Background: an optimization exercise with open tools, aiming at small area, a short achievable clock period and few clock cycles per item. Do not read the settings as production practice. At most, simulation tests tie the RTL to the original design; equivalence was not proved.

Design board_eval, start of the top module:
module board_eval
#(
   parameter int EVAL_WIDTH = 16                       
)
(
   input  logic                         clk,
   input  logic                         reset,
   input  logic [255:0]                 board_in,
   input  logic                         board_valid,
   input  logic                         attack_done,
   input  logic                         clear_eval,
   output logic signed [EVAL_WIDTH-1:0] eval,
   output logic                         eval_valid
);
For scale: ~150 flip-flops, ~36000 µm² of cells after synthesis.
Settings: LEC_CHECK=0, CAP_MARGIN=20, CORE_MARGIN=2, CORE_UTILIZATION=40, SLEW_MARGIN=20; clock period 7.0 ns.
run.sh (not shown) runs the stock make flow with config.mk's settings and CLKGATE_MAP_FILE= SYNTH_SCRIPT=/design/flow/synth_recipe.tcl, a recipe that flattens the netlist after the stock synthesis.
Testbench counts at the start, summed over its fixed seeds: cycles 2,048, boards 512.
Then changed:
==> flow/flow/run.sh (new file) <==
#!/bin/bash
# The standard layout, except that the input and output ports are buffered with
# buf_2 cells (buffer_ports otherwise picks a slow delay buffer for every port).
set -euo pipefail
bash standard.sh finish BUFFER_PORTS_ARGS="-buffer_cell sky130_fd_sc_hd__buf_2" > standard_flow.log 2>&1
==> flow/standard.sh (new file) <==
#!/bin/bash
# synth_recipe.tcl (not shown) runs the flow's synth.tcl, then flattens the netlist and writes it again
# the make line also repeats each setting of config.mk as NAME=value (left out here)
make -C /OpenROAD-flow-scripts/flow DESIGN_CONFIG=/design/flow/config.mk WORK_HOME=/design/flow/orfs CLKGATE_MAP_FILE= SYNTH_SCRIPT=/design/flow/synth_recipe.tcl "${@:-finish}"
removed: flow/run.sh
=> Final area drops by about 3.5%. Final cell count barely changes. Via count drops by 0.56%. Die area stays the same. Global-route usage drops by 0.23 points. Worst setup slack degrades by 0.11 ns. Flip-flop and latch count is unchanged. Critical path depth drops by 1. Routed wire length drops by 0.41%.

---

south:
Another version of the RTL of board_eval (not shown whole).
Size in the first run: about 3,800 cells after synthesis, about 34,000 um2 of cells after synthesis.
==> flow/design.v (excerpt) <==
module board_eval
#(
   parameter int EVAL_WIDTH = 16                       
)
(
   input  logic                         clk,
   input  logic                         reset,
   input  logic [255:0]                 board_in,
   input  logic                         board_valid,
   input  logic                         attack_done,
   input  logic                         clear_eval,
   output logic signed [EVAL_WIDTH-1:0] eval,
   output logic                         eval_valid
);
Settings: LEC_CHECK=0, CAP_MARGIN=20, CORE_MARGIN=2, CORE_UTILIZATION=40, SETUP_SLACK_MARGIN=1.0, SLEW_MARGIN=20; clock period 7.0 ns.
standard.sh (not shown) runs the stock make flow with config.mk's settings and CLKGATE_MAP_FILE= SYNTH_SCRIPT=/design/flow/synth_recipe.tcl, a recipe that flattens the netlist after the stock synthesis.
==> flow/flow/run.sh <==
#!/bin/bash
# The standard layout with two changes:
#  - after the standard synthesis, fapol.py removes inverters around the full adders
#    by using some adders with all pins inverted (a full adder is self-dual); the
#    registers are not touched;
#  - the input and output ports are buffered with buf_2 cells.
set -euo pipefail
R=orfs/results/sky130hd/board_eval/base
bash standard.sh synth > synth_flow.log 2>&1
cp $R/1_2_yosys.v synth_standard.v
python3 flow/fapol.py synth_standard.v $R/1_2_yosys.v > fapol.log 2>&1
touch $R/1_2_yosys.v
bash standard.sh finish BUFFER_PORTS_ARGS="-buffer_cell sky130_fd_sc_hd__buf_2" > finish_flow.log 2>&1
Other scripts of this flow, unchanged in this note and not shown: flow/flow/fapol.py
south finished end to end and its layout was clean on timing, DRC and antenna.
Relative to south, the following input files were edited for east:
Settings: a deleted SETUP_SLACK_MARGIN that had been 1.0.
Results
- In summary, east completed successfully, with a layout that passed the timing, design-rule and antenna checks.
- east vs south: routed wire length down in east
- On global-route usage, east and south are basically level.
- Data arrival time of the worst path is lower on south
- Of east and south, south shows the higher clock-buffer cell count, with east below it.
- Compared to south, east reaches a lower achievable clock.
- Sequential share of layout area delta (east -> south): insignificant
- The hold slack of south and that of east are within noise of each other.
- On cell area: east sits below south.
- east — via count 147 lower, south as reference
- Cmp east and south / multi-input gate share of total cell area / lower: east
Function was not checked in any run of this note: the RTL went through the layout flow alone.

---

board_eval, a different RTL version from the one above (not shown whole).
Size in the first run: about 2900 cells after synthesis, about 280 I/O pins.
// board_eval
module board_eval
#(
   parameter int EVAL_WIDTH = 16                       
)
(
   input  logic                         clk,
   input  logic                         reset,
   input  logic [255:0]                 board_in,
   input  logic                         board_valid,
   input  logic                         attack_done,
   input  logic                         clear_eval,
   output logic signed [EVAL_WIDTH-1:0] eval,
   output logic                         eval_valid
);
   logic                              load;
   logic [score_pkg::CNT_BITS-1:0]    cnt;
   logic [score_pkg::OFF_BITS-1:0]    officers;
   eval_control u_eval_control
   (
      .clk         (clk),
      .reset       (reset),
      .board_valid (board_valid),
      .attack_done (attack_done),
      .clear_eval  (clear_eval),
      .load        (load),
      .eval_valid  (eval_valid)
   );
   material_eval u_material_eval
   (
      .clk   (clk),
      .board (board_in),
      .cnt   (cnt)
   );
   phase_count u_phase_count
   (
      .clk      (clk),
      .board    (board_in),
      .officers (officers)
   );
  ...
==> flow/config.mk <==
export PLATFORM = sky130hd
export DESIGN_NAME = board_eval
export DESIGN_NICKNAME = board_eval
export VERILOG_FILES = /design/flow/design.v
export SDC_FILE = /design/flow/constraint.sdc
export NUM_CORES = 4
export LEC_CHECK = 0
export CAP_MARGIN = 20
export CORE_MARGIN = 2
export CORE_UTILIZATION = 30
export SETUP_SLACK_MARGIN = 1.0
export SLEW_MARGIN = 20
==> flow/constraint.sdc <==
create_clock -name core_clock -period 7.0 [get_ports {clk}]
set_input_delay 1.4000 -clock core_clock [delete_from_list [all_inputs] [get_ports {clk}]]
set_output_delay 1.4000 -clock core_clock [all_outputs]
set_load 0.01 [all_outputs]
==> flow/flow/run.sh <==
#!/bin/bash
# The standard layout with two changes:
#  - after the standard synthesis, fapol.py removes inverters around the full adders
#    by using some adders with all pins inverted (a full adder is self-dual); the
#    registers are not touched;
#  - the input and output ports are buffered with buf_1 cells.
set -euo pipefail
R=orfs/results/sky130hd/board_eval/base
bash standard.sh synth > synth_flow.log 2>&1
cp $R/1_2_yosys.v synth_standard.v
python3 flow/fapol.py synth_standard.v $R/1_2_yosys.v > fapol.log 2>&1
touch $R/1_2_yosys.v
bash standard.sh finish BUFFER_PORTS_ARGS="-buffer_cell sky130_fd_sc_hd__buf_1" > finish_flow.log 2>&1
Other scripts of this flow, unchanged in this note and not shown: flow/flow/fapol.py
The first run ran to the end with no violations.
Testbench counts at the start, summed over its fixed seeds: cycles 2,048, boards 512.
Then changed:
CORE_UTILIZATION = 40   (was 30)
SETUP_SLACK_MARGIN = 1.1   (was 1.0)
What happened: The new run went through all stages and came out clean; wire length decreases by 5.6%; global-route usage came out higher by 4.6 points; clock skew hardly moves; core utilization rises by 11 points.

---

board_eval with an RTL version that a note above also has.
Size in the first run: ~280 I/O pins.
export LEC_CHECK = 0
export CAP_MARGIN = 20
export CORE_MARGIN = 2
export CORE_UTILIZATION = 40
export SETUP_SLACK_MARGIN = 2.0
export SLEW_MARGIN = 20
create_clock -name core_clock -period 7.0 [get_ports {clk}]
==> flow/flow/run.sh <==
#!/bin/bash
# The standard layout with two changes:
#  - after the standard synthesis, fapol.py removes inverters around the full adders
#    by using some adders with all pins inverted (a full adder is self-dual); the
#    registers are not touched;
#  - the input and output ports are buffered with buf_2 cells.
set -euo pipefail
R=orfs/results/sky130hd/board_eval/base
bash standard.sh synth > synth_flow.log 2>&1
cp $R/1_2_yosys.v synth_standard.v
python3 flow/fapol.py synth_standard.v $R/1_2_yosys.v > fapol.log 2>&1
touch $R/1_2_yosys.v
bash standard.sh finish BUFFER_PORTS_ARGS="-buffer_cell sky130_fd_sc_hd__buf_2" > finish_flow.log 2>&1
Other scripts of this flow, unchanged in this note and not shown: flow/flow/fapol.py
Rerun with:
Settings changed: SETUP_SLACK_MARGIN 2.0 to 1.5.
Design area went down by about 8%.
Clock-buffer cell count went up by 2.
Clock skew rose by 0.0032 ns.
Function was not checked in any run of this note: the RTL went through the layout flow alone.

---

## job 101
board_eval, a different RTL version from the one above (not shown whole).
For scale: about 2900 cells after synthesis, roughly 280 I/O pins, ~30000 um^2 of cells after synthesis.
Settings: LEC_CHECK=0, CAP_MARGIN=20, CORE_MARGIN=2, CORE_UTILIZATION=40, SETUP_SLACK_MARGIN=1.3, SLEW_MARGIN=20; clock period 7.0 ns.
==> flow/flow/fapol.py <==
#!/usr/bin/env python3
"""Removes inverters around full-adder cells in a Yosys gate netlist.

A full adder is self-dual: FA(~a, ~b, ~c) = (~sum, ~cout). Synthesis extracts full
adders with arbitrary input and output polarities and fills the gaps with inverters.
This script picks, for every full adder, whether to use it as is or with all of its
pins inverted, so as to need as few inverters as possible, then rewires the netlist:
every inverter is removed and one inverter per net is put back where some load
needs the inverted value. Registers and all other cells are left as they are.

usage: fapol.py in.v out.v
"""
import math
import random
import re
import sys
from collections import defaultdict

OUT_PINS = {'X', 'Y', 'Q', 'Q_N', 'SUM', 'COUT', 'HI', 'LO'}

src = open(sys.argv[1]).read()
m = re.search(r'^module\s.*?;\n', src, re.S | re.M)
head_end = m.end()
body = src[head_end:]
inst_re = re.compile(r'^\s*(sky130_fd_sc_hd__\w+)\s+(\S+)\s*\((.*?)\);\n', re.S | re.M)
pin_re = re.compile(r'\.(\w+)\(([^()]*)\)')

decls = []       # text lines that are not instances (ports, wires)
insts = []       # [type, name, [(pin, net)]]
pos = 0
for mm in inst_re.finditer(body):
    decls.append(body[pos:mm.start()])
    insts.append([mm.group(1), mm.group(2), [(p, n.strip()) for p, n in pin_re.findall(mm.group(3))]])
    pos = mm.end()
tail = body[pos:]
assert 'assign' not in ''.join(decls) + tail, 'assign statements not handled'

outputs = set()
for line in src[:head_end].split('\n') + ''.join(decls).split('\n'):
    mo = re.match(r'\s*output\s+(\[(\d+):(\d+)\]\s+)?(\S+);', line)
    if mo:
        if mo.group(1):
            hi, lo = int(mo.group(2)), int(mo.group(3))
            for i in range(min(hi, lo), max(hi, lo) + 1):
                outputs.add('%s[%d]' % (mo.group(4), i))
        else:
            outputs.add(mo.group(4))


def is_inv(t):
    return re.match(r'sky130_fd_sc_hd__inv_\d+$', t) is not None


def is_fa(t):
    return re.match(r'sky130_fd_sc_hd__fa_\d+$', t) is not None


driver = {}
for idx, (t, name, pins) in enumerate(insts):
    for p, n in pins:
        if p in OUT_PINS:
            driver[n] = idx

# Inverters that may be removed: not driving an output port
removable = set()
for idx, (t, name, pins) in enumerate(insts):
    if is_inv(t):
        y = dict(pins)['Y']
        if y not in outputs:
            removable.add(idx)


def resolve(n):
    """(base net, parity) through removable inverters."""
    par = 0
    seen = 0
    while n in driver and driver[n] in removable:
        n = dict(insts[driver[n]][2])['A']
        par ^= 1
        seen += 1
        assert seen < 100
    return n, par


# Loads: (instance index, pin, base, parity)
loads = []
for idx, (t, name, pins) in enumerate(insts):
    if idx in removable:
        continue
    for p, n in pins:
        if p in OUT_PINS:
            continue
        b, par = resolve(n)
        loads.append((idx, p, b, par))

fa_ids = [i for i, x in enumerate(insts) if is_fa(x[0])]
flip = defaultdict(int)
loads_of_base = defaultdict(list)
for li, (idx, p, b, par) in enumerate(loads):
    loads_of_base[b].append(li)


def drv_flip(b):
    d = driver.get(b)
    return flip[d] if d is not None and is_fa(insts[d][0]) else 0


def need_inv(li):
    idx, p, b, par = loads[li]
    lf = flip[idx] if is_fa(insts[idx][0]) else 0
    return par ^ lf ^ drv_flip(b)


def base_cost(b):
    return 1 if any(need_inv(li) for li in loads_of_base[b]) else 0


def fa_bases(i):
    out = set()
    for p, n in insts[i][2]:
        if p in OUT_PINS:
            out.add(n)
        else:
            out.add(resolve(n)[0])
    return out


bases_of_fa = {i: fa_bases(i) for i in fa_ids}
all_bases = set(loads_of_base)
before = sum(base_cost(b) for b in all_bases)
def local_cost(i):
    return sum(base_cost(b) for b in bases_of_fa[i])


# Greedy single flips, then simulated annealing with a fixed seed
def greedy():
    for sweep in range(50):
        changed = 0
        for i in fa_ids:
            c0 = local_cost(i)
            flip[i] ^= 1
            if local_cost(i) < c0:
                changed += 1
            else:
                flip[i] ^= 1
        if not changed:
            break


greedy()
rng = random.Random(1)
cur = sum(base_cost(b) for b in all_bases)
best = cur
best_flip = dict(flip)
steps = 300000
for step in range(steps):
    temp = 1.5 * (1 - step / steps) + 0.05
    i = rng.choice(fa_ids)
    c0 = local_cost(i)
    flip[i] ^= 1
    d = local_cost(i) - c0
    if d <= 0 or rng.random() < math.exp(-d / temp):
        cur += d
        if cur < best:
            best = cur
            best_flip = dict(flip)
    else:
        flip[i] ^= 1
flip.clear()
flip.update(best_flip)
greedy()
after = sum(base_cost(b) for b in all_bases)
n_removable = len(removable)

# Rewire
inv_net = {}
new_insts = []
k = 0
for b in sorted(all_bases):
    if base_cost(b):
        w = '_fapol_n%d_' % k
        inv_net[b] = w
        new_insts.append(['sky130_fd_sc_hd__inv_1', '_fapol_i%d_' % k, [('A', b), ('Y', w)]])
        k += 1
pin_net = {}
for li, (idx, p, b, par) in enumerate(loads):
    pin_net[(idx, p)] = inv_net[b] if need_inv(li) else b

dead = set(dict(insts[i][2])['Y'] for i in removable)


def drop_dead(text):
    keep = []
    for line in text.split('\n'):
        mo = re.match(r'\s*wire\s+(\S+)\s*;\s*$', line)
        if mo and mo.group(1) in dead:
            continue
        keep.append(line)
    return '\n'.join(keep)


decls = [drop_dead(x) for x in decls]
out = [src[:head_end]]
out.append(''.join(decls[:1]))
for b, w in sorted(inv_net.items(), key=lambda x: x[1]):
    out.append('  wire %s;\n' % w)
out.append(''.join(decls[1:]))


def emit(t, name, pins):
    s = '  %s %s (\n' % (t, name)
    s += ',\n'.join('    .%s(%s%s)' % (p, n, ' ' if n.startswith('\\') else '') for p, n in pins)
    return s + '\n  );\n'


for idx, (t, name, pins) in enumerate(insts):
    if idx in removable:
        continue
    pins = [(p, n if p in OUT_PINS else pin_net[(idx, p)]) for p, n in pins]
    out.append(emit(t, name, pins))
for t, name, pins in new_insts:
    out.append(emit(t, name, pins))
out.append(tail)
open(sys.argv[2], 'w').write(''.join(out))
print('fapol: %d full adders, %d flipped; inverters %d -> %d'
      % (len(fa_ids), sum(flip[i] for i in fa_ids), n_removable, after))
if len(sys.argv) > 3:
    from collections import Counter
    c = Counter()
    for b in inv_net:
        allinv = all(need_inv(li) for li in loads_of_base[b])
        d = driver.get(b)
        dt = insts[d][0].replace('sky130_fd_sc_hd__', '') if d is not None else 'port'
        c[(allinv, dt)] += 1
    for k, v in c.most_common(30):
        print(v, k)
Scripts as last shown in full above: flow/flow/run.sh
Job 101: all stages complete, timing, DRC and antenna checks passed
Testbench counts of job 101, summed over its fixed seeds: cycles 2,048, boards 512.
### job 101 -> job 102
Settings: a change of SETUP_SLACK_MARGIN from 1.3 to 1.0.
Notes after the runs:
- When job 102 is set beside job 101, its cell area turns out to be 2.3% smaller.
- Fraction of area in multi-input gates: job 102 > job 101
- Between job 102 and job 101, number of fillers in the final layout is lower for job 101, job 102 comes in above that.
- Re post-CTS setup-driven buffer insertion count: job 102 and job 101 aren't equal, and the lower value belongs to job 102.
- Job 102 vs job 101 — area growth from synthesis to final layout dropped 2.7 points.
- Changes observed in job 102 relative to job 101: shortest period the worst path allows has increased, via total after detailed routing has decreased.
- From job 101 to job 102 the numbers moved as follows: total wirelength of the detailed-routed design decreased by 1700 um relative to the old numbers.
--- input diff job 102..job 103 ---
--- a/flow/flow/run.sh
+++ b/flow/flow/run.sh
@@ -5,3 +5,3 @@
 #    registers are not touched;
-#  - the input and output ports are buffered with buf_2 cells.
+#  - the input and output ports are buffered with buf_1 cells.
 set -euo pipefail
@@ -12,2 +12,2 @@
 touch $R/1_2_yosys.v
-bash standard.sh finish BUFFER_PORTS_ARGS="-buffer_cell sky130_fd_sc_hd__buf_2" > finish_flow.log 2>&1
+bash standard.sh finish BUFFER_PORTS_ARGS="-buffer_cell sky130_fd_sc_hd__buf_1" > finish_flow.log 2>&1
--- a/flow/flow/fapol.py
+++ b/flow/flow/fapol.py
@@ -8,3 +8,5 @@
 every inverter is removed and one inverter per net is put back where some load
-needs the inverted value. Registers and all other cells are left as they are.
+needs the inverted value. An inverted input of a two-input XOR needs no inverter:
+the XOR becomes an XNOR (and back). Registers and all other cells are left as
+they are.
 
@@ -57,2 +59,12 @@
 
+def is_xor(t):
+    return re.match(r'sky130_fd_sc_hd__x(n)?or2_\d+$', t) is not None
+
+
+XOR_SWAP = {}
+for _d in (1, 2, 4):
+    XOR_SWAP['sky130_fd_sc_hd__xor2_%d' % _d] = 'sky130_fd_sc_hd__xnor2_%d' % _d
+    XOR_SWAP['sky130_fd_sc_hd__xnor2_%d' % _d] = 'sky130_fd_sc_hd__xor2_%d' % _d
+
+
 driver = {}
@@ -107,3 +119,3 @@
 
-def need_inv(li):
+def raw_inv(li):
     idx, p, b, par = loads[li]
@@ -111,2 +123,9 @@
     return par ^ lf ^ drv_flip(b)
+
+
+def need_inv(li):
+    # An inverted input of a two-input XOR is absorbed by swapping XOR and XNOR
+    if is_xor(insts[loads[li][0]][0]):
+        return 0
+    return raw_inv(li)
 
@@ -215,2 +234,7 @@
 
+toggles = defaultdict(int)
+for li, (idx, p, b, par) in enumerate(loads):
+    if is_xor(insts[idx][0]):
+        toggles[idx] ^= raw_inv(li)
+n_swapped = 0
 for idx, (t, name, pins) in enumerate(insts):
@@ -219,2 +243,7 @@
     pins = [(p, n if p in OUT_PINS else pin_net[(idx, p)]) for p, n in pins]
+    if toggles[idx]:
+        to = 'Y' if 'xnor2' in XOR_SWAP[t] else 'X'
+        t = XOR_SWAP[t]
+        pins = [(to if p in ('X', 'Y') else p, n) for p, n in pins]
+        n_swapped += 1
     out.append(emit(t, name, pins))
@@ -224,4 +253,4 @@
 open(sys.argv[2], 'w').write(''.join(out))
-print('fapol: %d full adders, %d flipped; inverters %d -> %d'
-      % (len(fa_ids), sum(flip[i] for i in fa_ids), n_removable, after))
+print('fapol: %d full adders, %d flipped; inverters %d -> %d; %d XOR/XNOR swapped'
+      % (len(fa_ids), sum(flip[i] for i in fa_ids), n_removable, after, n_swapped))
 if len(sys.argv) > 3:
==> comparison <==
Fmax came out higher on job 103 than on job 102.
The worst path buffer plus inverter count reported for job 103 is greater than that of job 102 by 1.
Compared with job 102, job 103 shows final area lower by 330 um^2.
Total length of routed wires delta for job 103 relative to job 102: about 1.1% higher
Job 102 has a higher final cycle utilization of the critical path than job 103.
Going from job 102 to job 103, setup slack after placement shrinks by 15 ps.
Job 102 has a lower minimum setup slack in the final design than job 103.
Synthesized cell count: job 102 and job 103 compared, lower one is job 103
Any difference in area taken by flip-flops and latches between job 103 and job 102 is small enough to ignore.
Input changes introduced in job 104 (baseline for comparison: job 103):
--- a/flow/flow/fapol.py
+++ b/flow/flow/fapol.py
@@ -9,4 +9,5 @@
 needs the inverted value. An inverted input of a two-input XOR needs no inverter:
-the XOR becomes an XNOR (and back). Registers and all other cells are left as
-they are.
+the XOR becomes an XNOR (and back). A half adder whose sum or carry every load
+wants inverted becomes an XNOR or NAND and the gate for its other output.
+Registers and all other cells are left as they are.
 
@@ -193,2 +194,25 @@
 
+def is_ha(t):
+    return re.match(r'sky130_fd_sc_hd__ha_\d+$', t) is not None
+
+
+# A half adder whose sum (or carry) is wanted inverted by every load is split into
+# an XNOR (or NAND) and the other half, which takes no more area than the half adder
+ha_inv = defaultdict(set)
+for b in all_bases:
+    d = driver.get(b)
+    if d is None or not is_ha(insts[d][0]) or not loads_of_base[b]:
+        continue
+    if all(need_inv(li) for li in loads_of_base[b]):
+        pin = [p for p, n in insts[d][2] if n == b][0]
+        ha_inv[d].add(pin)
+        for li in loads_of_base[b]:
+            idx, p, bb, par = loads[li]
+            loads[li] = (idx, p, bb, par ^ 1)
+
+
+def base_cost2(b):
+    return 1 if any(need_inv(li) for li in loads_of_base[b]) else 0
+
+
 # Rewire
@@ -198,3 +222,3 @@
 for b in sorted(all_bases):
-    if base_cost(b):
+    if base_cost2(b):
         w = '_fapol_n%d_' % k
@@ -248,2 +272,15 @@
         n_swapped += 1
+    if idx in ha_inv:
+        pd = dict(pins)
+        a, bb = pd['A'], pd['B']
+        if 'SUM' in ha_inv[idx]:
+            out.append(emit('sky130_fd_sc_hd__xnor2_1', name, [('A', a), ('B', bb), ('Y', pd['SUM'])]))
+        else:
+            out.append(emit('sky130_fd_sc_hd__xor2_1', name, [('A', a), ('B', bb), ('X', pd['SUM'])]))
+        cname = name + '_c' if not name.startswith('\\') else name + '_c'
+        if 'COUT' in ha_inv[idx]:
+            out.append(emit('sky130_fd_sc_hd__nand2_1', cname, [('A', a), ('B', bb), ('Y', pd['COUT'])]))
+        else:
+            out.append(emit('sky130_fd_sc_hd__and2_1', cname, [('A', a), ('B', bb), ('X', pd['COUT'])]))
+        continue
     out.append(emit(t, name, pins))
@@ -253,4 +290,4 @@
 open(sys.argv[2], 'w').write(''.join(out))
-print('fapol: %d full adders, %d flipped; inverters %d -> %d; %d XOR/XNOR swapped'
-      % (len(fa_ids), sum(flip[i] for i in fa_ids), n_removable, after, n_swapped))
+print('fapol: %d full adders, %d flipped; inverters %d -> %d; %d XOR/XNOR swapped; %d half adders split'
+      % (len(fa_ids), sum(flip[i] for i in fa_ids), n_removable, len(inv_net), n_swapped, len(ha_inv)))
 if len(sys.argv) > 3:
--- outcome ---
[compare] base=job 103 new=job 104: net total in the final layout shrank by about 0.7%; maximum frequency level.

==> re-timing with driven ports <==
No port has a modelled driver above. Below, the same layouts with a new extraction and two added sets of constraints. Step 1, drivers: a clkbuf_16 drives clk and a buf_2 each remaining input, both assumed. Step 2 times the ports against the registers' clock, not the clock port: input delays grow and output delays shrink by t, the midpoint of the rising clock arrivals with the driver on. a / b / c = ideal / step 1 / step 2; a / b = the first two.
| run | t (ns) | setup slack, ns | hold WS [ns] | worst register clock-pin slew, ns |
|---|---|---|---|---|
| the first run of note 1 | 0.545 | 0.433 / 0.433 / 0.349 | 0.452 / 0.452 / 0.452 | 0.08 / 0.08 |
| the second run of note 1 | 0.525 | 0.327 / 0.327 / 0.327 | 0.444 / 0.444 / 0.444 | 0.08 / 0.08 |
| south | 0.502 | 0.875 / 0.875 / 0.727 | 0.443 / 0.443 / 0.443 | 0.08 / 0.08 |
| east | 0.499 | 0.367 / 0.367 / 0.367 | 0.441 / 0.441 / 0.441 | 0.07 / 0.07 |
| the first run of note 3 | 0.498 | 1.214 / 1.214 / 0.893 | 0.448 / 0.448 / 0.448 | 0.07 / 0.07 |
| the second run of note 3 | 0.506 | 1.249 / 1.249 / 0.850 | 0.440 / 0.440 / 0.440 | 0.08 / 0.08 |
| the first run of note 4 | 0.522 | 0.992 / 0.992 / 0.992 | 0.440 / 0.440 / 0.440 | 0.07 / 0.07 |
| the second run of note 4 | 0.514 | 1.076 / 1.076 / 1.067 | 0.434 / 0.434 / 0.434 | 0.08 / 0.08 |
| job 101 | 0.502 | 1.142 / 1.142 / 0.970 | 0.461 / 0.461 / 0.461 | 0.07 / 0.07 |
| job 102 | 0.512 | 1.115 / 1.115 / 0.940 | 0.442 / 0.442 / 0.442 | 0.08 / 0.08 |
| job 103 | 0.489 | 1.154 / 1.154 / 0.875 | 0.439 / 0.439 / 0.439 | 0.07 / 0.07 |
| job 104 | 0.502 | 1.163 / 1.163 / 0.888 | 0.441 / 0.441 / 0.441 | 0.08 / 0.08 |
After both steps setup and hold are still met in every run listed. For the second run of note 3, which loses most, drivers alone change the setup slack by 0.000 ns; drivers and shift together by -0.399 ns.
